From an optimization exercise on the open Yosys and OpenROAD flow, aimed at small area, a short achievable clock period and few clock cycles per item; shortcuts taken in it are not production practice.
RTL that was checked went through simulation tests only; none was proved equivalent to the original.
Only the layout flow was run in run 1; the RTL was not checked for function there.
Power is estimated from default activity; no workload was simulated.

**design.v**
```verilog
package k423_pkg;
  localparam int XLEN      = 32;
  localparam int ADDR_W    = 32;
  localparam int INST_W    = 32;
  localparam int REG_IDX_W = 5;
  localparam int NUM_REGS = 32;
  typedef logic [XLEN-1:0]      xlen_t;
  typedef logic [ADDR_W-1:0]    addr_t;
  typedef logic [INST_W-1:0]    inst_t;
  typedef logic [REG_IDX_W-1:0] reg_idx_t;
  localparam logic [6:0] OPC_OP     = 7'b0110011;
  localparam logic [6:0] OPC_OP_IMM = 7'b0010011;
  localparam logic [6:0] OPC_LUI    = 7'b0110111;
  localparam logic [6:0] OPC_BRANCH = 7'b1100011;
  localparam logic [6:0] OPC_JAL    = 7'b1101111;
  typedef enum logic [2:0] {
    RES_ADD,     
    RES_SLT,     
    RES_XOR,
    RES_OR,
    RES_AND,
    RES_SHIFT,   
    RES_PASS_B,  
    RES_LINK     
  } res_sel_e;
  typedef enum logic [2:0] {
    BR_NONE,
    BR_EQ,
    BR_NE,
    BR_LT,
    BR_GE,
    BR_JUMP
  } br_op_e;
endpackage
module k423_fetch #(
  parameter k423_pkg::addr_t RESET_PC = '0
) (
  input  logic             clk_i,
  input  logic             arst_n_i,
  input  logic             pred_tkn_i,
  input  logic [20:1]      off_i,
  input  logic             redir_i,
  input  k423_pkg::addr_t  redir_pc_i,
  output k423_pkg::addr_t  pc_o,
  output k423_pkg::addr_t  pc4_o,
  output k423_pkg::addr_t  alt_o,
  output k423_pkg::addr_t  imem_addr_o
);
  k423_pkg::addr_t pc_q;
  k423_pkg::addr_t tgt;
  k423_pkg::addr_t nxt;
  assign pc4_o = pc_q + 32'd4;
  assign tgt   = pc_q + {{11{off_i[20]}}, off_i, 1'b0};
  assign nxt   = pred_tkn_i ? tgt : pc4_o;
  assign alt_o = pred_tkn_i ? pc4_o : tgt;
  always_ff @(posedge clk_i or negedge arst_n_i) begin
    if (!arst_n_i) begin
      pc_q <= RESET_PC;
    end else begin
      pc_q <= redir_i ? redir_pc_i : nxt;
    end
  end
  assign pc_o        = pc_q;
  assign imem_addr_o = pc_q;
endmodule
module k423_decode (
  input  logic                  clk_i,
  input  logic                  arst_n_i,
  input  k423_pkg::inst_t       inst_i,
  input  k423_pkg::addr_t       pc_i,
  input  k423_pkg::addr_t       pc4_i,
  input  k423_pkg::addr_t       alt_i,
  output logic                  pred_tkn_o,
  output logic [20:1]           off_o,
  input  logic                  kill_i,
  output k423_pkg::reg_idx_t    rs1_idx_o,
  output k423_pkg::reg_idx_t    rs2_idx_o,
  input  k423_pkg::xlen_t       rs1_data_i,
  input  k423_pkg::xlen_t       rs2_data_i,
  input  k423_pkg::xlen_t       ex_res_i,
  output k423_pkg::res_sel_e    id_res_sel_o,
  output logic                  id_sub_o,
  output logic                  id_unsigned_o,
  output logic                  id_sh_left_o,
  output logic                  id_sh_arith_o,
  output logic                  id_chk_o,
  output logic                  id_use_lt_o,
  output logic                  id_flip_o,
  output k423_pkg::xlen_t       id_op_a_o,
  output k423_pkg::xlen_t       id_op_b_o,
  output k423_pkg::addr_t       id_pc_o,
  output k423_pkg::addr_t       id_alt_o,
  output logic                  id_rd_vld_o,
  output k423_pkg::reg_idx_t    id_rd_idx_o
);
  logic [6:0]          opcode;
  logic [2:0]          funct3;
  logic [6:0]          funct7;
  k423_pkg::reg_idx_t  rd_idx;
  k423_pkg::xlen_t     imm_i;
  k423_pkg::xlen_t     imm_u;
  logic [20:1]         off_b;
  logic [20:1]         off_j;
  logic                f7_ok;
  k423_pkg::res_sel_e  res_sel;
  logic                sub;
  logic                uns;
  logic                sh_left;
  logic                sh_arith;
  logic                is_br;
  logic                is_jal;
  logic                use_lt;
  logic                br_inv;
  logic                use_imm;
  k423_pkg::xlen_t     imm;
  logic                rd_vld;
  logic                pred;
  logic                chk;
  logic                fwd_a;
  logic                fwd_b;
  assign opcode = inst_i[6:0];
  assign funct3 = inst_i[14:12];
  assign funct7 = inst_i[31:25];
  assign rd_idx = inst_i[11:7];
  assign rs1_idx_o = inst_i[19:15];
  assign rs2_idx_o = inst_i[24:20];
  assign imm_i = {{20{inst_i[31]}}, inst_i[31:20]};
  assign imm_u = {inst_i[31:12], 12'b0};
  assign off_b = {{9{inst_i[31]}}, inst_i[7], inst_i[30:25], inst_i[11:8]};
  assign off_j = {inst_i[31], inst_i[19:12], inst_i[20], inst_i[30:21]};
  assign f7_ok = (funct7 == 7'b0000000) ||
                 ((funct7 == 7'b0100000) && (funct3 == 3'b000 || funct3 == 3'b101));
  always_comb begin
    res_sel  = k423_pkg::RES_ADD;
    sub      = 1'b0;
    uns      = 1'b0;
    sh_left  = 1'b0;
    sh_arith = 1'b0;
    is_br    = 1'b0;
    is_jal   = 1'b0;
    use_lt   = 1'b0;
    br_inv   = 1'b0;
    use_imm  = 1'b0;
    imm      = imm_i;
    rd_vld   = 1'b0;
    case (opcode)
      k423_pkg::OPC_OP: begin
        rd_vld = f7_ok;
        case (funct3)
          3'b000:  sub = funct7[5];
          3'b001:  begin res_sel = k423_pkg::RES_SHIFT; sh_left = 1'b1; end
          3'b010:  res_sel = k423_pkg::RES_SLT;
          3'b011:  begin res_sel = k423_pkg::RES_SLT; uns = 1'b1; end
          3'b100:  res_sel = k423_pkg::RES_XOR;
          3'b101:  begin res_sel = k423_pkg::RES_SHIFT; sh_arith = funct7[5]; end
          3'b110:  res_sel = k423_pkg::RES_OR;
          default: res_sel = k423_pkg::RES_AND;
        endcase
      end
      k423_pkg::OPC_OP_IMM: begin
        use_imm = 1'b1;
        rd_vld  = 1'b1;
        case (funct3)
          3'b000:  res_sel = k423_pkg::RES_ADD;
          3'b010:  res_sel = k423_pkg::RES_SLT;
          3'b100:  res_sel = k423_pkg::RES_XOR;
          3'b110:  res_sel = k423_pkg::RES_OR;
          3'b111:  res_sel = k423_pkg::RES_AND;
          default: rd_vld = 1'b0;
        endcase
      end
      k423_pkg::OPC_LUI: begin
        res_sel = k423_pkg::RES_PASS_B;
        use_imm = 1'b1;
        imm     = imm_u;
        rd_vld  = 1'b1;
      end
      k423_pkg::OPC_BRANCH: begin
        is_br  = (funct3[2:1] == 2'b00) || (funct3[2:1] == 2'b10);
        use_lt = funct3[2];
        br_inv = funct3[0];
      end
      k423_pkg::OPC_JAL: begin
        res_sel = k423_pkg::RES_PASS_B;
        use_imm = 1'b1;
        imm     = pc4_i;
        is_jal  = 1'b1;
        rd_vld  = 1'b1;
      end
      default: rd_vld = 1'b0;
    endcase
    if (rd_idx == '0) begin
      rd_vld = 1'b0;
    end
  end
  assign pred  = is_jal | (is_br & inst_i[31]);
  assign chk   = is_br & ~(~inst_i[31] & (off_b == 20'd2));
  assign off_o = is_jal ? off_j : off_b;
  assign pred_tkn_o = pred;
  assign fwd_a = id_rd_vld_o && (id_rd_idx_o == rs1_idx_o);
  assign fwd_b = id_rd_vld_o && (id_rd_idx_o == rs2_idx_o) && !use_imm;
  always_ff @(posedge clk_i or negedge arst_n_i) begin
    if (!arst_n_i) begin
      id_chk_o    <= 1'b0;
      id_rd_vld_o <= 1'b0;
    end else begin
      id_chk_o    <= chk & ~kill_i;
      id_rd_vld_o <= rd_vld & ~kill_i;
    end
  end
  always_ff @(posedge clk_i) begin
    id_res_sel_o  <= res_sel;
    id_sub_o      <= sub;
    id_unsigned_o <= uns;
    id_sh_left_o  <= sh_left;
    id_sh_arith_o <= sh_arith;
    id_use_lt_o   <= use_lt;
    id_flip_o     <= br_inv ^ pred;
    id_op_a_o     <= fwd_a ? ex_res_i : rs1_data_i;
    id_op_b_o     <= use_imm ? imm : (fwd_b ? ex_res_i : rs2_data_i);
    id_pc_o       <= pc_i;
    id_alt_o      <= alt_i;
    id_rd_idx_o   <= rd_idx;
  end
endmodule
module k423_regfile (
  input  logic                clk_i,
  input  k423_pkg::reg_idx_t  rs1_idx_i,
  input  k423_pkg::reg_idx_t  rs2_idx_i,
  output k423_pkg::xlen_t     rs1_data_o,
  output k423_pkg::xlen_t     rs2_data_o,
  input  logic                we_i,
  input  k423_pkg::reg_idx_t  wa_i,
  input  k423_pkg::xlen_t     wd_i
);
  k423_pkg::xlen_t regs_q [k423_pkg::NUM_REGS-1:1];
  k423_pkg::xlen_t rf [k423_pkg::NUM_REGS];
  always_ff @(posedge clk_i) begin
    if (we_i) begin
      regs_q[wa_i] <= wd_i;
    end
  end
  always_comb begin
    rf[0] = '0;
    for (int i = 1; i < k423_pkg::NUM_REGS; i++) begin
      rf[i] = regs_q[i];
    end
  end
  assign rs1_data_o = rf[rs1_idx_i];
  assign rs2_data_o = rf[rs2_idx_i];
endmodule
module k423_execute (
  input  logic                  clk_i,
  input  logic                  arst_n_i,
  input  k423_pkg::res_sel_e    id_res_sel_i,
  input  logic                  id_sub_i,
  input  logic                  id_unsigned_i,
  input  logic                  id_sh_left_i,
  input  logic                  id_sh_arith_i,
  input  logic                  id_chk_i,
  input  logic                  id_use_lt_i,
  input  logic                  id_flip_i,
  input  k423_pkg::xlen_t       id_op_a_i,
  input  k423_pkg::xlen_t       id_op_b_i,
  input  k423_pkg::addr_t       id_pc_i,
  input  k423_pkg::addr_t       id_alt_i,
  input  logic                  id_rd_vld_i,
  input  k423_pkg::reg_idx_t    id_rd_idx_i,
  output logic                  redir_o,
  output k423_pkg::addr_t       redir_pc_o,
  output logic                  rf_we_o,
  output k423_pkg::reg_idx_t    rf_wa_o,
  output k423_pkg::xlen_t       rf_wd_o,
  output k423_pkg::addr_t       wb_pc_o,
  output logic                  wb_rd_vld_o,
  output k423_pkg::reg_idx_t    wb_rd_idx_o,
  output k423_pkg::xlen_t       wb_rd_o
);
  k423_pkg::xlen_t a;
  k423_pkg::xlen_t b;
  logic [32:0]     sum;
  logic            rs_eq;
  k423_pkg::xlen_t lt_t;
  k423_pkg::xlen_t eq_t;
  logic            rs_lt;
  k423_pkg::xlen_t sh_in;
  logic [32:0]     sh_wide;
  k423_pkg::xlen_t sh_out;
  k423_pkg::xlen_t alu_res;
  logic               wb_vld_q;
  k423_pkg::reg_idx_t wb_idx_q;
  k423_pkg::xlen_t    wb_data_q;
  k423_pkg::addr_t    wb_pc_q;
  assign a = id_op_a_i;
  assign b = id_op_b_i;
  assign sum = {1'b0, a} + {1'b0, b ^ {32{id_sub_i}}} + {32'b0, id_sub_i};
  always_comb begin
    lt_t = ~a & b;
    eq_t = ~(a ^ b);
    for (int w = 1; w < 32; w = w * 2) begin
      for (int i = 0; i < 32; i = i + 2 * w) begin
        lt_t[i] = lt_t[i + w] | (eq_t[i + w] & lt_t[i]);
        eq_t[i] = eq_t[i + w] & eq_t[i];
      end
    end
  end
  assign rs_eq = eq_t[0];
  assign rs_lt = (id_unsigned_i || !(a[31] ^ b[31])) ? lt_t[0] : a[31];
  always_comb begin
    for (int i = 0; i < 32; i++) begin
      sh_in[i] = id_sh_left_i ? a[31-i] : a[i];
    end
  end
  assign sh_wide = $signed({id_sh_arith_i & a[31], sh_in}) >>> b[4:0];
  always_comb begin
    for (int i = 0; i < 32; i++) begin
      sh_out[i] = id_sh_left_i ? sh_wide[31-i] : sh_wide[i];
    end
  end
  always_comb begin
    case (id_res_sel_i)
      k423_pkg::RES_ADD:   alu_res = sum[31:0];
      k423_pkg::RES_SLT:   alu_res = {31'b0, rs_lt};
      k423_pkg::RES_XOR:   alu_res = a ^ b;
      k423_pkg::RES_OR:    alu_res = a | b;
      k423_pkg::RES_AND:   alu_res = a & b;
      k423_pkg::RES_SHIFT: alu_res = sh_out;
      default:             alu_res = b;
    endcase
  end
  assign redir_o    = id_chk_i & ((id_use_lt_i ? rs_lt : rs_eq) ^ id_flip_i);
  assign redir_pc_o = id_alt_i;
  assign rf_we_o = id_rd_vld_i;
  assign rf_wa_o = id_rd_idx_i;
  assign rf_wd_o = alu_res;
  always_ff @(posedge clk_i or negedge arst_n_i) begin
    if (!arst_n_i) begin
      wb_vld_q <= 1'b0;
    end else begin
      wb_vld_q <= id_rd_vld_i;
    end
  end
  always_ff @(posedge clk_i) begin
    wb_idx_q  <= id_rd_idx_i;
    wb_data_q <= alu_res;
    wb_pc_q   <= id_pc_i;
  end
  assign wb_pc_o     = wb_pc_q;
  assign wb_rd_vld_o = wb_vld_q;
  assign wb_rd_idx_o = wb_idx_q;
  assign wb_rd_o     = wb_data_q;
endmodule
module k423_core #(
  parameter k423_pkg::addr_t RESET_PC = '0
) (
  input  logic                clk_i,
  input  logic                arst_n_i,
  output k423_pkg::addr_t     imem_addr_o,
  input  k423_pkg::inst_t     imem_rdata_i,
  output k423_pkg::addr_t     debug_wb_pc_o,
  output logic                debug_wb_rd_vld_o,
  output k423_pkg::reg_idx_t  debug_wb_rd_idx_o,
  output k423_pkg::xlen_t     debug_wb_rd_o
);
  logic                pred_tkn;
  logic [20:1]         off;
  logic                redir;
  k423_pkg::addr_t     redir_pc;
  k423_pkg::addr_t     if_pc;
  k423_pkg::addr_t     if_pc4;
  k423_pkg::addr_t     if_alt;
  k423_pkg::reg_idx_t  rs1_idx;
  k423_pkg::reg_idx_t  rs2_idx;
  k423_pkg::xlen_t     rs1_data;
  k423_pkg::xlen_t     rs2_data;
  k423_pkg::res_sel_e  id_res_sel;
  logic                id_sub;
  logic                id_unsigned;
  logic                id_sh_left;
  logic                id_sh_arith;
  logic                id_chk;
  logic                id_use_lt;
  logic                id_flip;
  k423_pkg::xlen_t     id_op_a;
  k423_pkg::xlen_t     id_op_b;
  k423_pkg::addr_t     id_pc;
  k423_pkg::addr_t     id_alt;
  logic                id_rd_vld;
  k423_pkg::reg_idx_t  id_rd_idx;
  logic                rf_we;
  k423_pkg::reg_idx_t  rf_wa;
  k423_pkg::xlen_t     rf_wd;
  k423_fetch #(
    .RESET_PC ( RESET_PC )
  ) u_k423_fetch (
    .clk_i       ( clk_i       ),
    .arst_n_i    ( arst_n_i    ),
    .pred_tkn_i  ( pred_tkn    ),
    .off_i       ( off         ),
    .redir_i     ( redir       ),
    .redir_pc_i  ( redir_pc    ),
    .pc_o        ( if_pc       ),
    .pc4_o       ( if_pc4      ),
    .alt_o       ( if_alt      ),
    .imem_addr_o ( imem_addr_o )
  );
  k423_decode u_k423_decode (
    .clk_i         ( clk_i        ),
    .arst_n_i      ( arst_n_i     ),
    .inst_i        ( imem_rdata_i ),
    .pc_i          ( if_pc        ),
    .pc4_i         ( if_pc4       ),
    .alt_i         ( if_alt       ),
    .pred_tkn_o    ( pred_tkn     ),
    .off_o         ( off          ),
    .kill_i        ( redir        ),
    .rs1_idx_o     ( rs1_idx      ),
    .rs2_idx_o     ( rs2_idx      ),
    .rs1_data_i    ( rs1_data     ),
    .rs2_data_i    ( rs2_data     ),
    .ex_res_i      ( rf_wd        ),
    .id_res_sel_o  ( id_res_sel   ),
    .id_sub_o      ( id_sub       ),
    .id_unsigned_o ( id_unsigned  ),
    .id_sh_left_o  ( id_sh_left   ),
    .id_sh_arith_o ( id_sh_arith  ),
    .id_chk_o      ( id_chk       ),
    .id_use_lt_o   ( id_use_lt    ),
    .id_flip_o     ( id_flip      ),
    .id_op_a_o     ( id_op_a      ),
    .id_op_b_o     ( id_op_b      ),
    .id_pc_o       ( id_pc        ),
    .id_alt_o      ( id_alt       ),
    .id_rd_vld_o   ( id_rd_vld    ),
    .id_rd_idx_o   ( id_rd_idx    )
  );
  k423_regfile u_k423_regfile (
    .clk_i      ( clk_i    ),
    .rs1_idx_i  ( rs1_idx  ),
    .rs2_idx_i  ( rs2_idx  ),
    .rs1_data_o ( rs1_data ),
    .rs2_data_o ( rs2_data ),
    .we_i       ( rf_we    ),
    .wa_i       ( rf_wa    ),
    .wd_i       ( rf_wd    )
  );
  k423_execute u_k423_execute (
    .clk_i         ( clk_i             ),
    .arst_n_i      ( arst_n_i          ),
    .id_res_sel_i  ( id_res_sel        ),
    .id_sub_i      ( id_sub            ),
    .id_unsigned_i ( id_unsigned       ),
    .id_sh_left_i  ( id_sh_left        ),
    .id_sh_arith_i ( id_sh_arith       ),
    .id_chk_i      ( id_chk            ),
    .id_use_lt_i   ( id_use_lt         ),
    .id_flip_i     ( id_flip           ),
    .id_op_a_i     ( id_op_a           ),
    .id_op_b_i     ( id_op_b           ),
    .id_pc_i       ( id_pc             ),
    .id_alt_i      ( id_alt            ),
    .id_rd_vld_i   ( id_rd_vld         ),
    .id_rd_idx_i   ( id_rd_idx         ),
    .redir_o       ( redir             ),
    .redir_pc_o    ( redir_pc          ),
    .rf_we_o       ( rf_we             ),
    .rf_wa_o       ( rf_wa             ),
    .rf_wd_o       ( rf_wd             ),
    .wb_pc_o       ( debug_wb_pc_o     ),
    .wb_rd_vld_o   ( debug_wb_rd_vld_o ),
    .wb_rd_idx_o   ( debug_wb_rd_idx_o ),
    .wb_rd_o       ( debug_wb_rd_o     )
  );
endmodule
```
**run.sh**
```bash
#!/bin/bash
# synth_recipe.tcl (not shown) runs the flow's synth.tcl, then flattens the netlist and writes it again
# the make line also repeats each setting of config.mk as NAME=value (left out here)
make -C /OpenROAD-flow-scripts/flow DESIGN_CONFIG=/design/flow/config.mk WORK_HOME=/design/flow/orfs CLKGATE_MAP_FILE= SYNTH_SCRIPT=/design/flow/synth_recipe.tcl finish
```
**config.mk**
```make
export PLATFORM = sky130hd
export DESIGN_NAME = k423_core
export DESIGN_NICKNAME = k423_core
export VERILOG_FILES = /design/flow/design.v
export SDC_FILE = /design/flow/constraint.sdc
export NUM_CORES = 4
export LEC_CHECK = 0
export CAP_MARGIN = 20
export CORE_MARGIN = 2
export CORE_UTILIZATION = 40
export SETUP_SLACK_MARGIN = 2.0
export SLEW_MARGIN = 20
```
**constraint.sdc**
```tcl
create_clock -name core_clock -period 5.5 [get_ports {clk_i}]
set_input_delay 1.1000 -clock core_clock [delete_from_list [all_inputs] [get_ports {clk_i}]]
set_output_delay 1.1000 -clock core_clock [all_outputs]
set_load 0.01 [all_outputs]
```
==> results.txt, run 1 <==
status=finished clean; startpoint types=flop; Post-layout nets=5576; synthesized area=59250 sq um; slew margin rel.=0.1272; final instance area=74870 sq um; Max-Cap Viols=0; gpl congestion=1.017; largest net degree at the start of global routing=58; Syn. warnings=5; Crit. End Element=flop; placed wire-length estimate=185.5 mm; Post-Syn Instances=4858; drt first pass iters=13; Yosys top cell area share=0.5028; Final Max Tran Viols=0; commonest non-fill, non-tap cell in the layout=edfxtp_1; clk latency of the worst-skew pair=0.84 ns; CP Class=flop to flop; CTS tree=yes; die extent in x=388.9 microns; Leak=26.62 nW; GRT Residual Overflow=0; Hold WS=0.3130 ns; total CTS buffers=135; vias per cell=7.320; synthesized area per cell=12.20 sq um; initial antenna violation count=14; HP Class=flop to flop; Via Count=54400; clk root buf=clkbuf_16; CTS sink count=1237; die area=151200 sq um; H-tree levels=4; most frequent cells in the layout=edfxtp_1, a22oi_1, buf_4; Tightest Pin Transition=1.309 ns; Power Density=415.8 nW/um^2; initial core utilization=0.4017; post-synthesis async set-or-reset flop share=0.02829; Critical Path AT=4.23 ns; drt wl/cell=41.65 microns; Post-synth top flop=edfxtp_1; fin util=0.5077; register bit total from synthesis=1237; Max Fclk=273.5 MHz; Ports=136; clock-pin slew on the worst setup and hold paths=0.07 ns; DRT iter0 DRCs=11950; Post-synth EDFFs=992; Crit Path Max Fanout=8; count of final hold-check violations=0; Synth cell types=87; Yosys top cell by area=edfxtp_1; All-Layer GR Usage=0.3957; syn nets=5051; worst vdd ir=0.0003490 V; share of layout cells above drive strength 1=0.2312; RSZ-0062 raised after global routing=yes; vias in the first global route=50340; TNS Setup=0 ns; global-route wire length before repair=416.2 mm; Final period util=0.6648; Routed WL=309.5 mm; Std-Cell Rows=141; CTS Buffer Depth=3; Seq/Total Area, Yosys=0.5885; port buffer count=135; Die H=388.9 microns; Final Setup Violations=0; hold buffers post-CTS=0; Final min period=3.656 ns; core box area=147500 sq um; placed cell areas=66010 sq um; total power=31.13 mW; top post-synthesis cells by area=edfxtp_1, a22oi_1, dfxtp_1; Critical Path RT=6.07 ns; clock skew=0.06485 ns; drc violations=0; P&R area growth vs syn=26.37%; post-route ant nets=0
worst max-delay path, stage by stage (launching register included):
cell and delay [ns]:
dfxtp_4 0.36, buf_8 0.14, buf_6 0.11, xor2_1 0.15
ha_1 0.34, nand4_1 0.15, or4_1 0.54, a31o_4 0.27
nand4_1 0.20, a41oi_2 0.17, xnor2_2 0.20, a211oi_4 0.26
buf_12 0.19, nor2_4 0.06, clkbuf_16 0.22
worst paths after layout:
check                                                  start                                 endpoint  slack, ns  depth (start not counted)
min reg2reg                u_k423_decode.id_pc_o[10]$_DFF_P_       u_k423_execute.wb_pc_q[10]$_DFF_P_       0.31                          0
min                        u_k423_decode.id_pc_o[10]$_DFF_P_       u_k423_execute.wb_pc_q[10]$_DFF_P_       0.31                          0
max in group asynchronous                           arst_n_i           u_k423_fetch.pc_q[2]$_DFF_PN0_       4.39                          1
min in group asynchronous                           arst_n_i          u_k423_fetch.pc_q[24]$_DFF_PN0_       0.43                          1
max                        u_k423_decode.id_sub_o$_SDFF_PN0_  u_k423_regfile.regs_q[10][19]$_DFFE_PP_       1.84                         14
max reg2reg                u_k423_decode.id_sub_o$_SDFF_PN0_  u_k423_regfile.regs_q[10][19]$_DFFE_PP_       1.84                         14
kinds of logic after synthesis:
kind of cell	synth area share
simple gates	0.08768
xor+xnor	0.01774
mux	0.04133
fa+ha+maj	0.03383
flops	0.5885
compound gates	0.2008
buf+inv	0.03014
power by group:
| part | switching, mW | total [mW] | internal, mW |
|---|---|---|---|
| sequential | 0.532 | 12.4 | 11.9 |
| clock | 4.23 | 9.56 | 5.32 |
| combinational | 5.58 | 9.15 | 3.57 |
| total | 10.3 | 31.1 | 20.8 |
through the flow:
stage          setup slack [ns]  std cells
3_5_place_dp             0.1782       6925
6_report                  1.844       7431
4_1_cts                   1.942       7375
2_1_floorplan             1.277       4858
5_1_grt                   1.786       7425
3_3_place_gp             0.1899       6913
cell usage after synthesis (9+ instances only):
master     number
buf_1          25
a31oi_1        14
a22oi_1       638
nand4_1        93
o2bb2ai_1      18
and2_1          9
o221ai_1       16
mux4_1         12
nor4_1         42
nand3b_1       16
nor2_1        273
a21oi_1       192
inv_1         119
nand2_1       349
mux4_2         49
dfrtp_1        35
a222oi_1       70
ha_1          157
a221oi_1      152
a211oi_1       29
a21o_1         38
a22o_1        130
o211ai_1       25
clkbuf_1      286
nand3_1       147
xor2_1         74
buf_2          19
o21a_1         16
or2_2           9
mux2i_1        41
or3_1          12
xnor2_1        46
nor3_1         87
o21bai_1       12
o22ai_1        28
mux2_2         53
and3_1         17
nor2b_1        14
edfxtp_1      992
dfxtp_1       210
o21ai_0       146
nand2b_1       18
final cells by class:
class,count,area [sq um]
Antenna cell,7,17.52
Clock buffer,165,3582
Clock inverter,83,1062
Fill cell,12680,72610
Inverter,126,529.3
Multi-Input combinational cell,3172,24850
Sequential cell,1237,34940
Tap cell,1930,2415
Timing Repair Buffer,700,7365
Timing Repair inverter,11,116.4
sequential cells by signal, indices dropped and copies added (netlist names), 3 cells and up:
| register | flops |
|---|---|
| u_k423_decode.id_op_b_o | 32 |
| u_k423_execute.wb_idx_q | 5 |
| u_k423_execute.wb_pc_q | 32 |
| u_k423_regfile.regs_q | 992 |
| u_k423_decode.id_rd_idx_o | 5 |
| u_k423_decode.id_alt_o | 31 |
| u_k423_decode.id_op_a_o | 32 |
| u_k423_fetch.pc_q | 32 |
| u_k423_decode.id_res_sel_o | 3 |
| u_k423_decode.id_pc_o | 32 |
| u_k423_execute.wb_data_q | 32 |
routing by layer:
layer,vias up,GRT usage,routed length (microns)
met5,-,0.003509,546
met4,21,0.2520,25740
met3,1574,0.1681,49280
met2,5594,0.5611,125700
met1,26610,0.4941,108200
li1,20600,-,-
repair_timing:
item	4_1_cts	5_1_grt
hold endpoints to repair	0	0
setup endpoints to repair	1141	872
pin swaps	106	84
buffers inserted	181	41
gates resized for setup	274	175
cloned	21	5
==> inputs of run 2 (changes only) <==
--- a/design.v
+++ b/design.v
@@ -39,19 +39,23 @@
   input  logic             arst_n_i,
   input  logic             pred_tkn_i,
-  input  logic [20:1]      off_i,
+  input  logic             keep_tgt_i,
+  input  k423_pkg::inst_t  inst_i,
   input  logic             redir_i,
   input  k423_pkg::addr_t  redir_pc_i,
-  output k423_pkg::addr_t  pc_o,
   output k423_pkg::addr_t  pc4_o,
-  output k423_pkg::addr_t  alt_o,
+  output k423_pkg::addr_t  pcx_o,
   output k423_pkg::addr_t  imem_addr_o
 );
   k423_pkg::addr_t pc_q;
+  k423_pkg::addr_t tgt_b;
+  k423_pkg::addr_t tgt_j;
   k423_pkg::addr_t tgt;
   k423_pkg::addr_t nxt;
   assign pc4_o = pc_q + 32'd4;
-  assign tgt   = pc_q + {{11{off_i[20]}}, off_i, 1'b0};
+  assign tgt_b = pc_q + {{20{inst_i[31]}}, inst_i[7], inst_i[30:25], inst_i[11:8], 1'b0};
+  assign tgt_j = pc_q + {{12{inst_i[31]}}, inst_i[19:12], inst_i[20], inst_i[30:21], 1'b0};
+  assign tgt   = inst_i[2] ? tgt_j : tgt_b;
   assign nxt   = pred_tkn_i ? tgt : pc4_o;
-  assign alt_o = pred_tkn_i ? pc4_o : tgt;
+  assign pcx_o = keep_tgt_i ? tgt_b : pc_q;
   always_ff @(posedge clk_i or negedge arst_n_i) begin
     if (!arst_n_i) begin
@@ -61,5 +65,4 @@
     end
   end
-  assign pc_o        = pc_q;
   assign imem_addr_o = pc_q;
 endmodule
@@ -68,9 +71,8 @@
   input  logic                  arst_n_i,
   input  k423_pkg::inst_t       inst_i,
-  input  k423_pkg::addr_t       pc_i,
   input  k423_pkg::addr_t       pc4_i,
-  input  k423_pkg::addr_t       alt_i,
+  input  k423_pkg::addr_t       pcx_i,
   output logic                  pred_tkn_o,
-  output logic [20:1]           off_o,
+  output logic                  keep_tgt_o,
   input  logic                  kill_i,
   output k423_pkg::reg_idx_t    rs1_idx_o,
@@ -87,8 +89,8 @@
   output logic                  id_use_lt_o,
   output logic                  id_flip_o,
+  output logic                  id_pred_o,
   output k423_pkg::xlen_t       id_op_a_o,
   output k423_pkg::xlen_t       id_op_b_o,
-  output k423_pkg::addr_t       id_pc_o,
-  output k423_pkg::addr_t       id_alt_o,
+  output k423_pkg::addr_t       id_pcx_o,
   output logic                  id_rd_vld_o,
   output k423_pkg::reg_idx_t    id_rd_idx_o
@@ -101,5 +103,4 @@
   k423_pkg::xlen_t     imm_u;
   logic [20:1]         off_b;
-  logic [20:1]         off_j;
   logic                f7_ok;
   k423_pkg::res_sel_e  res_sel;
@@ -128,5 +129,4 @@
   assign imm_u = {inst_i[31:12], 12'b0};
   assign off_b = {{9{inst_i[31]}}, inst_i[7], inst_i[30:25], inst_i[11:8]};
-  assign off_j = {inst_i[31], inst_i[19:12], inst_i[20], inst_i[30:21]};
   assign f7_ok = (funct7 == 7'b0000000) ||
                  ((funct7 == 7'b0100000) && (funct3 == 3'b000 || funct3 == 3'b101));
@@ -196,6 +196,6 @@
   assign pred  = is_jal | (is_br & inst_i[31]);
   assign chk   = is_br & ~(~inst_i[31] & (off_b == 20'd2));
-  assign off_o = is_jal ? off_j : off_b;
   assign pred_tkn_o = pred;
+  assign keep_tgt_o = is_br & ~pred;
   assign fwd_a = id_rd_vld_o && (id_rd_idx_o == rs1_idx_o);
   assign fwd_b = id_rd_vld_o && (id_rd_idx_o == rs2_idx_o) && !use_imm;
@@ -219,6 +219,6 @@
     id_op_a_o     <= fwd_a ? ex_res_i : rs1_data_i;
     id_op_b_o     <= use_imm ? imm : (fwd_b ? ex_res_i : rs2_data_i);
-    id_pc_o       <= pc_i;
-    id_alt_o      <= alt_i;
+    id_pred_o     <= pred;
+    id_pcx_o      <= pcx_i;
     id_rd_idx_o   <= rd_idx;
   end
@@ -261,8 +261,8 @@
   input  logic                  id_use_lt_i,
   input  logic                  id_flip_i,
+  input  logic                  id_pred_i,
   input  k423_pkg::xlen_t       id_op_a_i,
   input  k423_pkg::xlen_t       id_op_b_i,
-  input  k423_pkg::addr_t       id_pc_i,
-  input  k423_pkg::addr_t       id_alt_i,
+  input  k423_pkg::addr_t       id_pcx_i,
   input  logic                  id_rd_vld_i,
   input  k423_pkg::reg_idx_t    id_rd_idx_i,
@@ -330,5 +330,5 @@
   end
   assign redir_o    = id_chk_i & ((id_use_lt_i ? rs_lt : rs_eq) ^ id_flip_i);
-  assign redir_pc_o = id_alt_i;
+  assign redir_pc_o = id_pred_i ? id_pcx_i + 32'd4 : id_pcx_i;
   assign rf_we_o = id_rd_vld_i;
   assign rf_wa_o = id_rd_idx_i;
@@ -344,5 +344,5 @@
     wb_idx_q  <= id_rd_idx_i;
     wb_data_q <= alu_res;
-    wb_pc_q   <= id_pc_i;
+    wb_pc_q   <= id_pcx_i;
   end
   assign wb_pc_o     = wb_pc_q;
@@ -364,10 +364,9 @@
 );
   logic                pred_tkn;
-  logic [20:1]         off;
   logic                redir;
   k423_pkg::addr_t     redir_pc;
-  k423_pkg::addr_t     if_pc;
+  logic                keep_tgt;
   k423_pkg::addr_t     if_pc4;
-  k423_pkg::addr_t     if_alt;
+  k423_pkg::addr_t     if_pcx;
   k423_pkg::reg_idx_t  rs1_idx;
   k423_pkg::reg_idx_t  rs2_idx;
@@ -382,8 +381,8 @@
   logic                id_use_lt;
   logic                id_flip;
+  logic                id_pred;
   k423_pkg::xlen_t     id_op_a;
   k423_pkg::xlen_t     id_op_b;
-  k423_pkg::addr_t     id_pc;
-  k423_pkg::addr_t     id_alt;
+  k423_pkg::addr_t     id_pcx;
   logic                id_rd_vld;
   k423_pkg::reg_idx_t  id_rd_idx;
@@ -397,10 +396,10 @@
     .arst_n_i    ( arst_n_i    ),
     .pred_tkn_i  ( pred_tkn    ),
-    .off_i       ( off         ),
+    .keep_tgt_i  ( keep_tgt    ),
+    .inst_i      ( imem_rdata_i ),
     .redir_i     ( redir       ),
     .redir_pc_i  ( redir_pc    ),
-    .pc_o        ( if_pc       ),
     .pc4_o       ( if_pc4      ),
-    .alt_o       ( if_alt      ),
+    .pcx_o       ( if_pcx      ),
     .imem_addr_o ( imem_addr_o )
   );
@@ -409,9 +408,8 @@
     .arst_n_i      ( arst_n_i     ),
     .inst_i        ( imem_rdata_i ),
-    .pc_i          ( if_pc        ),
     .pc4_i         ( if_pc4       ),
-    .alt_i         ( if_alt       ),
+    .pcx_i         ( if_pcx       ),
     .pred_tkn_o    ( pred_tkn     ),
-    .off_o         ( off          ),
+    .keep_tgt_o    ( keep_tgt     ),
     .kill_i        ( redir        ),
     .rs1_idx_o     ( rs1_idx      ),
@@ -428,8 +426,8 @@
     .id_use_lt_o   ( id_use_lt    ),
     .id_flip_o     ( id_flip      ),
+    .id_pred_o     ( id_pred      ),
     .id_op_a_o     ( id_op_a      ),
     .id_op_b_o     ( id_op_b      ),
-    .id_pc_o       ( id_pc        ),
-    .id_alt_o      ( id_alt       ),
+    .id_pcx_o      ( id_pcx       ),
     .id_rd_vld_o   ( id_rd_vld    ),
     .id_rd_idx_o   ( id_rd_idx    )
@@ -456,8 +454,8 @@
     .id_use_lt_i   ( id_use_lt         ),
     .id_flip_i     ( id_flip           ),
+    .id_pred_i     ( id_pred           ),
     .id_op_a_i     ( id_op_a           ),
     .id_op_b_i     ( id_op_b           ),
-    .id_pc_i       ( id_pc             ),
-    .id_alt_i      ( id_alt            ),
+    .id_pcx_i      ( id_pcx            ),
     .id_rd_vld_i   ( id_rd_vld         ),
     .id_rd_idx_i   ( id_rd_idx         ),
--- a/config.mk
+++ b/config.mk
@@ -8,5 +8,7 @@
 export CAP_MARGIN = 20
 export CORE_MARGIN = 2
-export CORE_UTILIZATION = 40
+export CORE_UTILIZATION = 60
+export CTS_CLUSTER_DIAMETER = 120
+export CTS_CLUSTER_SIZE = 25
 export SETUP_SLACK_MARGIN = 2.0
 export SLEW_MARGIN = 20
==> run 2 against run 1 <==
- non-clock buffer count shrank 60
- highest routed layer unchanged
- cell area shrank 5.1%
- critical endpoint is now u_k423_regfile.regs_q[8][26]$_DFFE_PP_
- maximum frequency down 0.98%
- area after synthesis grew 1.9%
- via count grew 6.7%
- synthesized cell count increased by 4.6%
- sequential power about the same
- die area down 32%
- critical path depth decreased by 3
- routed wire length fell by 0.29%
- worst hold slack better by 0.041 ns
==> results.txt, run 2 <==
clock group share of total power=0.180 (-0.127); share of layout cells above drive strength 1=0.1935 (-0.03762); wire length on met3=60.56 mm (+23%); Die H=321.2 microns (-17%); top post-synthesis cells by area=edfxtp_1, a22oi_1, dfxtp_1; Net Sw Power=9.994 mW (-3.3%); CTS Buffer Depth=3 (unchanged); Routed WL=308.6 mm (-0.29%); CP Class=flop to flop; placed cell areas=65340 sq um (-1.0%); Final period util=0.6713 (+0.006575); vias per cell=8.531 (+17%); post-synthesis async set-or-reset flop share=0.02900 (+0.0007033); clk root buf=clkbuf_16; Max Fclk=270.8 MHz (-0.98%); Synth cell types=87 (unchanged); RSZ-0062 raised after global routing=yes; startpoint types=flop; Crit Path Max Fanout=15 (+7); DRT iter0 DRCs=15620 (+31%); status=finished clean; final instance area=71070 sq um (-5.1%); count of final hold-check violations=0 (unchanged); Post-synth top flop=edfxtp_1; Post-layout nets=5645 (+1.2%); worst-case reg-to-reg path depth=11 (-3); crit-path max cell delay=0.56 ns (+0.02 ns); Yosys top cell area share=0.4933 (-0.009470); worst hold path depth=0 (unchanged); total CTS buffers=54 (-60%); placed wire-length estimate=179.8 mm (-3.1%); register bit total from synthesis=1207 (-2.4%); Net Sw Frac=0.3672 (+0.03504); TNS Setup=0 ns (unchanged); combinational power share=0.363 (+0.069); Worst Path Buf+Inv=2 (-2); Most flops, register=u_k423_regfile.regs_q; Power Density=382.9 nW/um^2 (-7.9%); Post-Syn Instances=5080 (+4.6%); Seq pwr share=0.457 (+0.058); Tightest Pin Transition=1.431 ns (+0.1223 ns); vias in the first global route=52370 (+4.0%); RR Startpoint=u_k423_decode.id_sub_o$_SDFF_PN0_; CP top delay family=compound AO/OA/AOI/OAI gates; synth cell count leaders=edfxtp_1, a22oi_1, nand2_1, clkbuf_1, nor2_1; max FFs per register=992 (unchanged); GRT Residual Overflow=0 (unchanged); reg-to-reg slack, setup=1.81 ns (-0.04 ns); worst vdd ir=0.0003803 V (+9.0%); Critical Path AT=4.26 ns (+0.03 ns); Post-synth EDFFs=992 (unchanged); slew margin rel.=0.04469 (-0.08255); Worst Hold Path EP=u_k423_execute.wb_pc_q[0]$_DFF_P_; drt first pass iters=21 (+8); commonest non-fill, non-tap cell in the layout=edfxtp_1; Syn. warnings=5 (unchanged); initial antenna violation count=27 (+13); largest net degree at the start of global routing=50 (-14%); die extent in x=321.2 microns (-17%); initial core utilization=0.6038 (+0.2021); FF-to-FF End=u_k423_regfile.regs_q[8][26]$_DFFE_PP_; post-route ant nets=0 (unchanged); drc violations=0 (unchanged); count leader, synth=edfxtp_1; clock-pin slew on the worst setup and hold paths=0.12 ns (+0.05 ns); P&R area growth vs syn=17.70%; Hold WS=0.3536 ns (+0.04056 ns); HP Class=flop to flop; wire length on met2=115.2 mm (-8.4%); Std-Cell Rows=116 (-18%); H-tree levels=2 (-2); Cell Chain, Critical Path=buf_8 -> xor2_1 -> ha_1 -> a21oi_2 -> o21bai_1 -> a21oi_1 -> mux2i_1 -> a222oi_1 -> o22ai_4 -> nand2b_4 -> buf_4; most frequent cells in the layout=edfxtp_1, a22oi_1, buf_4; Final min period=3.692 ns (+0.03616 ns); Via Count=58040 (+6.7%); internal cell power=17.22 mW (-17%); port buffer count=135 (unchanged); DR top layer=met5; synthesized area per cell=11.89 sq um (-2.5%); syn nets=5288 (+4.7%); drt wl/cell=45.36 microns (+8.9%); clk latency of the worst-skew pair=0.78 ns (-0.06 ns); Final Max Tran Viols=0 (unchanged); gpl congestion=1.064 (+4.6%); CTS tree=yes; Ports=136 (unchanged); CP max-delay cell=o22ai_4; die area=103200 sq um (-32%); CTS sink count=1207 (-2.4%); core box area=100000 sq um (-32%); met1 WL=93.92 mm (-13%); global-route wire length before repair=412.0 mm (-1.0%); Seq/Total Area, Yosys=0.5675 (-0.02103); Yosys top cell by area=edfxtp_1; Leak=24.67 nW (-7.4%); Critical Path RT=6.07 ns (about the same); Max-Cap Viols=0 (unchanged); min-delay src=u_k423_decode.id_pcx_o[0]$_DFF_P_; All-Layer GR Usage=0.5799 (+0.1842); synthesized area=60380 sq um (+1.9%); Final Setup Violations=0 (unchanged); Crit. End Element=flop; clock skew=0.06221 ns (-0.002638 ns)
run 2: changes by cell type in the layout (fill, tap and decap cells not counted), moves of 20 or more:
cell,previous run,this run
clkbuf_16,139,55
dfxtp_1,177,138
xnor2_1,43,73
o21ai_0,115,143
nand2_1,333,308
buf_6,43,20
xor2_1,68,90
nor2_1,170,191
clkbuf_1,22,42
clkinv_2,20,0
run 2: kinds of logic after synthesis:
| group | synth area share |
|---|---|
| AO/OA/AOI/OAI | 0.2090 |
| flip-flops | 0.5675 |
| AND/OR/NAND/NOR | 0.09397 |
| buffers and inverters | 0.03137 |
| adder cells (fa/ha/maj) | 0.03643 |
| XOR/XNOR | 0.02480 |
| multiplexers | 0.03692 |
run 2: worst max path at each step:
stage                                                     start                                       to  slack, ns  cells past startpoint
after floorplan              u_k423_decode.id_op_b_o[2]$_DFF_P_  u_k423_regfile.regs_q[10][15]$_DFFE_PP_       1.58                     14
after CTS                 u_k423_decode.id_res_sel_o[1]$_DFF_P_       u_k423_decode.id_op_b_o[1]$_DFF_P_       1.84                      9
after global routing         u_k423_decode.id_op_b_o[0]$_DFF_P_    u_k423_regfile.regs_q[1][4]$_DFFE_PP_       1.86                     12
final                         u_k423_decode.id_sub_o$_SDFF_PN0_   u_k423_regfile.regs_q[8][26]$_DFFE_PP_       1.81                     11
after global placement                         imem_rdata_i[22]       u_k423_decode.id_op_b_o[7]$_DFF_P_       0.16                     10
after detailed placement                       imem_rdata_i[22]       u_k423_decode.id_op_b_o[7]$_DFF_P_       0.20                     10
run 2: worst register-to-register path, stage by stage, from the launching register on:
cell	delay [ns]
dfxtp_4	0.41
buf_8	0.18
xor2_1	0.18
ha_1	0.41
a21oi_2	0.24
o21bai_1	0.09
a21oi_1	0.25
mux2i_1	0.42
a222oi_1	0.23
o22ai_4	0.56
nand2b_4	0.32
buf_4	0.24
run 2: cell type report:
type                       instances  area, sq um
inverter                         123        500.5
timing repair inverter             7        52.55
antenna                           23        57.56
tap                             1298         1624
clock inverter                     5        93.84
clock buffer                      96         1509
fill                            6931        28930
sequential                      1207        34370
timing repair buffer             640         6379
multi-input combinational       3404        26490
run 2: repair_timing:
item                                    4_1_cts  5_1_grt
hold buffers                                  0        0
buffers inserted                            178       56
cloned                                       17        4
resized for setup                           193      219
pin swaps                                    67       53
endpoints found under the setup margin     1100      873
run 2: per-stage QoR:
step	power (mW)	setup WS (ns)	instances	util
floorplan	16.78	1.577	5080	-
global placement	20.09	0.1600	6417	0.6522
detailed placement	20.18	0.1958	6422	0.6534
CTS	25.65	1.843	6718	0.6953
global route	27.73	1.858	6793	0.7105
finish	27.22	1.808	6803	0.7107
run 2: power groups by stage:
stage	registers [mW]	logic [mW]	clock network, mW
2_1_floorplan	12.4	4.38	0
3_3_place_gp	12.6	7.46	0
3_5_place_dp	12.6	7.53	0
4_1_cts	12.4	8.50	4.77
5_1_grt	12.5	10.2	5.10
6_report	12.4	9.88	4.90
run 2: routing by layer:
layer	vias to the layer above	track usage
met3	2464	0.3361
li1	21130	-
met1	27140	0.6741
met5	-	0.1745
met2	7237	0.7624
met4	69	0.4486
Testbench counts of run 2, summed over its fixed seeds: cycles 32,921, retired 24,000.
==> inputs of run 3 (changes only) <==
--- a/design.v
+++ b/design.v
@@ -81,6 +81,10 @@
   input  k423_pkg::xlen_t       rs2_data_i,
   input  k423_pkg::xlen_t       ex_res_i,
+  input  logic                  wb_vld_i,
+  input  k423_pkg::reg_idx_t    wb_idx_i,
+  input  k423_pkg::xlen_t       wb_data_i,
   output k423_pkg::res_sel_e    id_res_sel_o,
   output logic                  id_sub_o,
+  output logic                  id_is_add_o,
   output logic                  id_unsigned_o,
   output logic                  id_sh_left_o,
@@ -120,4 +124,8 @@
   logic                fwd_a;
   logic                fwd_b;
+  logic                wbf_a;
+  logic                wbf_b;
+  k423_pkg::xlen_t     rs1_val;
+  k423_pkg::xlen_t     rs2_val;
   assign opcode = inst_i[6:0];
   assign funct3 = inst_i[14:12];
@@ -194,5 +202,5 @@
     end
   end
-  assign pred  = is_jal | (is_br & inst_i[31]);
+  assign pred  = is_jal | (is_br & (inst_i[31] | funct3[0]));
   assign chk   = is_br & ~(~inst_i[31] & (off_b == 20'd2));
   assign pred_tkn_o = pred;
@@ -200,4 +208,8 @@
   assign fwd_a = id_rd_vld_o && (id_rd_idx_o == rs1_idx_o);
   assign fwd_b = id_rd_vld_o && (id_rd_idx_o == rs2_idx_o) && !use_imm;
+  assign wbf_a = wb_vld_i && (wb_idx_i == rs1_idx_o);
+  assign wbf_b = wb_vld_i && (wb_idx_i == rs2_idx_o);
+  assign rs1_val = wbf_a ? wb_data_i : rs1_data_i;
+  assign rs2_val = wbf_b ? wb_data_i : rs2_data_i;
   always_ff @(posedge clk_i or negedge arst_n_i) begin
     if (!arst_n_i) begin
@@ -217,6 +229,7 @@
     id_use_lt_o   <= use_lt;
     id_flip_o     <= br_inv ^ pred;
-    id_op_a_o     <= fwd_a ? ex_res_i : rs1_data_i;
-    id_op_b_o     <= use_imm ? imm : (fwd_b ? ex_res_i : rs2_data_i);
+    id_op_a_o     <= fwd_a ? ex_res_i : rs1_val;
+    id_is_add_o   <= (res_sel == k423_pkg::RES_ADD);
+    id_op_b_o     <= use_imm ? imm : ({32{sub}} ^ (fwd_b ? ex_res_i : rs2_val));
     id_pred_o     <= pred;
     id_pcx_o      <= pcx_i;
@@ -255,4 +268,5 @@
   input  k423_pkg::res_sel_e    id_res_sel_i,
   input  logic                  id_sub_i,
+  input  logic                  id_is_add_i,
   input  logic                  id_unsigned_i,
   input  logic                  id_sh_left_i,
@@ -269,4 +283,5 @@
   output logic                  redir_o,
   output k423_pkg::addr_t       redir_pc_o,
+  output k423_pkg::xlen_t       ex_res_o,
   output logic                  rf_we_o,
   output k423_pkg::reg_idx_t    rf_wa_o,
@@ -281,10 +296,9 @@
   logic [32:0]     sum;
   logic            rs_eq;
-  k423_pkg::xlen_t lt_t;
-  k423_pkg::xlen_t eq_t;
   logic            rs_lt;
   k423_pkg::xlen_t sh_in;
   logic [32:0]     sh_wide;
   k423_pkg::xlen_t sh_out;
+  k423_pkg::xlen_t oth_res;
   k423_pkg::xlen_t alu_res;
   logic               wb_vld_q;
@@ -294,17 +308,7 @@
   assign a = id_op_a_i;
   assign b = id_op_b_i;
-  assign sum = {1'b0, a} + {1'b0, b ^ {32{id_sub_i}}} + {32'b0, id_sub_i};
-  always_comb begin
-    lt_t = ~a & b;
-    eq_t = ~(a ^ b);
-    for (int w = 1; w < 32; w = w * 2) begin
-      for (int i = 0; i < 32; i = i + 2 * w) begin
-        lt_t[i] = lt_t[i + w] | (eq_t[i + w] & lt_t[i]);
-        eq_t[i] = eq_t[i + w] & eq_t[i];
-      end
-    end
-  end
-  assign rs_eq = eq_t[0];
-  assign rs_lt = (id_unsigned_i || !(a[31] ^ b[31])) ? lt_t[0] : a[31];
+  assign sum = {a, 1'b1} + {b, id_sub_i};
+  assign rs_eq = (a == b);
+  assign rs_lt = {a[31] ^ ~id_unsigned_i, a[30:0]} < {b[31] ^ ~id_unsigned_i, b[30:0]};
   always_comb begin
     for (int i = 0; i < 32; i++) begin
@@ -320,18 +324,19 @@
   always_comb begin
     case (id_res_sel_i)
-      k423_pkg::RES_ADD:   alu_res = sum[31:0];
-      k423_pkg::RES_SLT:   alu_res = {31'b0, rs_lt};
-      k423_pkg::RES_XOR:   alu_res = a ^ b;
-      k423_pkg::RES_OR:    alu_res = a | b;
-      k423_pkg::RES_AND:   alu_res = a & b;
-      k423_pkg::RES_SHIFT: alu_res = sh_out;
-      default:             alu_res = b;
+      k423_pkg::RES_SLT:   oth_res = {31'b0, rs_lt};
+      k423_pkg::RES_XOR:   oth_res = a ^ b;
+      k423_pkg::RES_OR:    oth_res = a | b;
+      k423_pkg::RES_AND:   oth_res = a & b;
+      k423_pkg::RES_SHIFT: oth_res = sh_out;
+      default:             oth_res = b;
     endcase
   end
+  assign alu_res = id_is_add_i ? sum[32:1] : oth_res;
   assign redir_o    = id_chk_i & ((id_use_lt_i ? rs_lt : rs_eq) ^ id_flip_i);
   assign redir_pc_o = id_pred_i ? id_pcx_i + 32'd4 : id_pcx_i;
-  assign rf_we_o = id_rd_vld_i;
-  assign rf_wa_o = id_rd_idx_i;
-  assign rf_wd_o = alu_res;
+  assign ex_res_o = alu_res;
+  assign rf_we_o = wb_vld_q;
+  assign rf_wa_o = wb_idx_q;
+  assign rf_wd_o = wb_data_q;
   always_ff @(posedge clk_i or negedge arst_n_i) begin
     if (!arst_n_i) begin
@@ -375,4 +380,5 @@
   k423_pkg::res_sel_e  id_res_sel;
   logic                id_sub;
+  logic                id_is_add;
   logic                id_unsigned;
   logic                id_sh_left;
@@ -387,4 +393,5 @@
   logic                id_rd_vld;
   k423_pkg::reg_idx_t  id_rd_idx;
+  k423_pkg::xlen_t     ex_res;
   logic                rf_we;
   k423_pkg::reg_idx_t  rf_wa;
@@ -417,7 +424,11 @@
     .rs1_data_i    ( rs1_data     ),
     .rs2_data_i    ( rs2_data     ),
-    .ex_res_i      ( rf_wd        ),
+    .ex_res_i      ( ex_res       ),
+    .wb_vld_i      ( rf_we        ),
+    .wb_idx_i      ( rf_wa        ),
+    .wb_data_i     ( rf_wd        ),
     .id_res_sel_o  ( id_res_sel   ),
     .id_sub_o      ( id_sub       ),
+    .id_is_add_o   ( id_is_add    ),
     .id_unsigned_o ( id_unsigned  ),
     .id_sh_left_o  ( id_sh_left   ),
@@ -448,4 +459,5 @@
     .id_res_sel_i  ( id_res_sel        ),
     .id_sub_i      ( id_sub            ),
+    .id_is_add_i   ( id_is_add         ),
     .id_unsigned_i ( id_unsigned       ),
     .id_sh_left_i  ( id_sh_left        ),
@@ -462,4 +474,5 @@
     .redir_o       ( redir             ),
     .redir_pc_o    ( redir_pc          ),
+    .ex_res_o      ( ex_res            ),
     .rf_we_o       ( rf_we             ),
     .rf_wa_o       ( rf_wa             ),
==> flow/run.sh (new file) <==
#!/bin/bash
# The standard layout, except that the input and output ports are buffered
# with buf_4 rather than the cell buffer_ports picks by default (a slow delay
# buffer). Every port still gets its own buffer.
set -euo pipefail
export BUFFER_PORTS_ARGS="-buffer_cell sky130_fd_sc_hd__buf_4"
bash standard.sh > standard_flow.log 2>&1
==> standard.sh (new file) <==
#!/bin/bash
# synth_recipe.tcl (not shown) runs the flow's synth.tcl, then flattens the netlist and writes it again
# the make line also repeats each setting of config.mk as NAME=value (left out here)
make -C /OpenROAD-flow-scripts/flow DESIGN_CONFIG=/design/flow/config.mk WORK_HOME=/design/flow/orfs CLKGATE_MAP_FILE= SYNTH_SCRIPT=/design/flow/synth_recipe.tcl "${@:-finish}"
--- a/config.mk
+++ b/config.mk
@@ -11,4 +11,4 @@
 export CTS_CLUSTER_DIAMETER = 120
 export CTS_CLUSTER_SIZE = 25
-export SETUP_SLACK_MARGIN = 2.0
+export SETUP_SLACK_MARGIN = 2.1
 export SLEW_MARGIN = 20
removed: run.sh
==> run 3 against run 2 <==
- worst setup slack gained 0.030 ns
- clock power is essentially flat
- core utilization shrank 1.7 points
- cell area shrank 1.9%
- cell count grew 0.26%
- critical path depth grew 1
- maximum frequency grew 0.82%
- first-iteration DRC count shrank 6.9%
- largest cell class unchanged
- largest power group unchanged
==> results.txt, run 3 <==
Syn. warnings=5 (unchanged); Tightest Pin Transition=1.341 ns (-0.08993 ns); Max Fclk=273.1 MHz (+0.82%); Final Max Tran Viols=0 (unchanged); Worst Setup EP=u_k423_decode.id_op_b_o[22]$_DFF_P_; Leak=23.98 nW (-2.8%); startpoint types=primary input; register bit total from synthesis=1208 (+0.083%); CP max-delay cell=and2_4; worst-case reg-to-reg path depth=14 (+3); gpl congestion=1.061 (-0.26%); Power Density=366.2 nW/um^2 (-4.4%); Via Count=56940 (-1.9%); synthesized area=60920 sq um (+0.89%); top post-synthesis cells by area=edfxtp_1, a22oi_1, dfxtp_1; clk latency of the worst-skew pair=0.78 ns (about the same); commonest non-fill, non-tap cell in the layout=edfxtp_1; initial core utilization=0.6066 (+0.002751); RSZ-0062 raised after global routing=yes; Std-Cell Rows=116 (unchanged); Post-synth EDFFs=992 (unchanged); Final min period=3.662 ns (-0.03010 ns); Critical Path RT=6.15 ns (+0.08 ns); Final period util=0.6659 (-0.005473); synthesized area per cell=11.63 sq um (-2.1%); clock skew=0.08625 ns (+0.02403 ns); initial antenna violation count=20 (-26%); share of layout cells above drive strength 1=0.1948 (+0.001284); reg-to-reg slack, setup=1.98 ns (+0.17 ns); Seq pwr share=0.490 (+0.033); vias in the first global route=51460 (-1.7%); core box area=100400 sq um (+0.43%); internal cell power=16.35 mW (-5.0%); FF-to-FF End=u_k423_decode.id_op_b_o[16]$_DFF_P_; Routed WL=296.2 mm (-4.0%); post-synthesis async set-or-reset flop share=0.02897 (about the same); CP startpoint=imem_rdata_i[23]; Post-synth top flop=edfxtp_1; placed wire-length estimate=184.6 mm (+2.7%); hold buffers post-CTS=0 (unchanged); syn nets=5414 (+2.4%); synth cell count leaders=edfxtp_1, a22oi_1, nand2_1, nor2_1, clkbuf_1; CP Class=primary input to flop; TNS Setup=0 ns (unchanged); Yosys top cell area share=0.4890 (-0.004367); crit-path max cell delay=0.70 ns (+0.14 ns); Most flops, register=u_k423_regfile.regs_q; global-route wire length before repair=399.8 mm (-2.9%); Crit Path Max Fanout=21 (+6); post-route ant nets=0 (unchanged); max FFs per register=992 (unchanged); Crit. End Element=flop; P&R area growth vs syn=14.39%; CTS sink count=1208 (+0.083%); GRT Residual Overflow=0 (unchanged); Net Sw Frac=0.3592 (-0.008023); clock-pin slew on the worst setup and hold paths=0.11 ns (about the same); Filler Cell Count=7277 (+5.0%); Synth cell types=102 (+17%); count of final hold-check violations=0 (unchanged); port buffer count=135 (unchanged); die extent in x=322.7 microns (+0.44%); Post-Syn Instances=5237 (+3.1%); Hold WS=0.3685 ns (+0.01493 ns); Ports=136 (unchanged); worst vdd ir=0.0003335 V (-12%); drc violations=0 (unchanged); slew margin rel.=0.1057 (+0.06098); HP Class=primary input to asynchronous set/reset pin; total CTS buffers=56 (+3.7%); die area=104100 sq um (+0.88%); status=finished clean; RR Startpoint=u_k423_decode.id_op_b_o[2]$_DFF_P_; Seq/Total Area, Yosys=0.5628 (-0.004695); Post-layout nets=5609 (-0.64%); combinational power share=0.318 (-0.045); Final Setup Violations=0 (unchanged); Yosys top cell by area=edfxtp_1; Critical Path AT=4.32 ns (+0.06 ns); count leader, synth=edfxtp_1; Die H=322.7 microns (+0.44%); Net Sw Power=9.167 mW (-8.3%); clock group share of total power=0.192 (+0.012); largest net degree at the start of global routing=65 (+30%); drt first pass iters=17 (-19%); Cell Chain, Critical Path=buf_6 -> nor3b_1 -> and2_4 -> a22oi_1 -> nand2_1 -> nor4_1 -> a21oi_1 -> a211oi_1 -> a21oi_2 -> nor2_1 -> a211oi_1 -> buf_4; clk root buf=clkbuf_16; All-Layer GR Usage=0.5535 (-0.02639); CTS tree=yes; most frequent cells in the layout=edfxtp_1, a22oi_1, buf_4; H-tree levels=2 (unchanged); Crit path top cell by count=a211oi_1; Max-Cap Viols=0 (unchanged); vias per cell=8.348 (-2.1%); drt wl/cell=43.42 microns (-4.3%); CTS Buffer Depth=3 (unchanged); DRT iter0 DRCs=14550 (-6.9%)
## run 3: cell count changes in the layout (fill, tap and decap cells not counted), moves of 25 or more
cell / delta
clkbuf_1: -27
buf_4: +48
xor2_1: -25
ha_1: -46
nand2_1: +35
nand4_1: -36
nand3_1: +74
buf_12: -36
a21oi_1: +47
or4_1: +27
clkdlybuf4s50_1: -118
## run 3: power groups by stage
stage | registers [mW] | clock network (mW) | logic [mW]
2_1_floorplan | 12.8 | 0 | 3.72
3_3_place_gp | 12.6 | 0 | 6.95
3_5_place_dp | 12.6 | 0 | 7.01
4_1_cts | 12.4 | 4.82 | 7.38
5_1_grt | 12.5 | 5.12 | 8.46
6_report | 12.5 | 4.90 | 8.13
## run 3: kinds of logic (layout without fill, tap and decap cells)
family,after synthesis,after routing,share of synthesized area
adders and majority gates,143,143,0.02974
AOI/OAI and AO/OA,1832,1832,0.2212
muxes,121,121,0.03157
DFF,1208,1208,0.5628
xor gates and xnor gates,153,153,0.02212
other,0,13,0
buffers and inverters,514,726,0.03331
and+or+nand+nor,1266,1268,0.09930
## run 3: metal layers
| layer | global-route usage | vias to the layer above | part of all wire |
|---|---|---|---|
| li1 | - | 21300 | - |
| met5 | 0.03056 | - | 0.0029 |
| met3 | 0.2795 | 2191 | 0.19 |
| met4 | 0.4182 | 36 | 0.11 |
| met1 | 0.6641 | 26570 | 0.31 |
| met2 | 0.7546 | 6844 | 0.39 |
## run 3: how the worst min path moves through the flow
stage	start	end	slack [ns]
after global routing	u_k423_decode.id_pcx_o[0]$_DFF_P_	u_k423_execute.wb_pc_q[0]$_DFF_P_	0.38
after floorplan	u_k423_decode.id_pcx_o[0]$_DFF_P_	u_k423_execute.wb_pc_q[0]$_DFF_P_	0.33
after detailed placement	u_k423_decode.id_pcx_o[0]$_DFF_P_	u_k423_execute.wb_pc_q[0]$_DFF_P_	0.35
after global placement	u_k423_decode.id_pcx_o[0]$_DFF_P_	u_k423_execute.wb_pc_q[0]$_DFF_P_	0.36
after CTS	arst_n_i	u_k423_fetch.pc_q[22]$_DFF_PN0_	0.37
final	arst_n_i	u_k423_fetch.pc_q[22]$_DFF_PN0_	0.37
## run 3: area by class of cell
type | instances | area [sq um] | share of cell area
sequential | 1208 | 34410 | 0.4938
multi-input combinational | 3517 | 26650 | 0.3823
clock buffer | 71 | 1458 | 0.02092
timing repair buffer | 518 | 4773 | 0.06849
tap | 1357 | 1698 | 0.02436
antenna | 13 | 32.53 | 0.0004668
clock inverter | 6 | 166.4 | 0.002388
inverter | 131 | 503.0 | 0.007217
## run 3: stage by stage
step	setup slack, ns	instances	power (mW)	area [sq um]	utilization
detailed placement	0.6967	6587	19.62	65120	0.6483
floorplan	1.986	5237	16.51	61170	-
global placement	0.7360	6584	19.55	65040	0.6476
CTS	1.939	6750	24.62	68340	0.6804
finish	1.838	6821	25.52	69690	0.6939
global route	1.942	6809	26.10	69660	0.6936
## run 3: what timing repair did
action                                  4_1_cts  5_1_grt
resized for setup                           192      179
pin swaps                                    43       50
endpoints found under the setup margin      120       93
buffers inserted                             81       50
gates cloned                                  5        2
## run 3: critical path, delay by kind of cell
| family | cells | cell delay, ns |
|---|---|---|
| simple gates | 5 | 1.44 |
| compound gates | 5 | 1.36 |
| buf+inv | 2 | 0.37 |
Testbench counts of run 3, summed over its fixed seeds: cycles 32,529, retired 24,000.

==> separate check: timing with driven ports <==
No port has a modelled driver above. Below, the same layouts with a new extraction and two added sets of constraints.
Step 1 assumes that a clkbuf_16 drives the clock port and a buf_2 every other input.
Step 2 moves the port delays by t, midway between the first and last clock arrival at a register: inputs arrive t later, outputs are due t later. That takes back most of the time a late clock gives input paths.
Slacks: ideal / step 1 / step 2; pairs: ideal / step 1.
run | shift t [ns] | setup WS [ns] | latest minus earliest clock arrival (ns) | worst data-port slew with drivers (ns)
run 1 | 0.883 | 1.844 / 1.844 / 1.020 | 0.068 / 0.067 | 0.11
run 2 | 0.821 | 1.808 / 1.808 / 1.119 | 0.063 / 0.062 | 0.14
run 3 | 0.802 | 1.838 / 1.858 / 1.055 | 0.101 / 0.101 | 0.07
After both steps setup and hold are still met in every run listed. For run 1, which loses most, drivers alone change the setup slack by 0.000 ns; drivers and shift together by -0.824 ns.
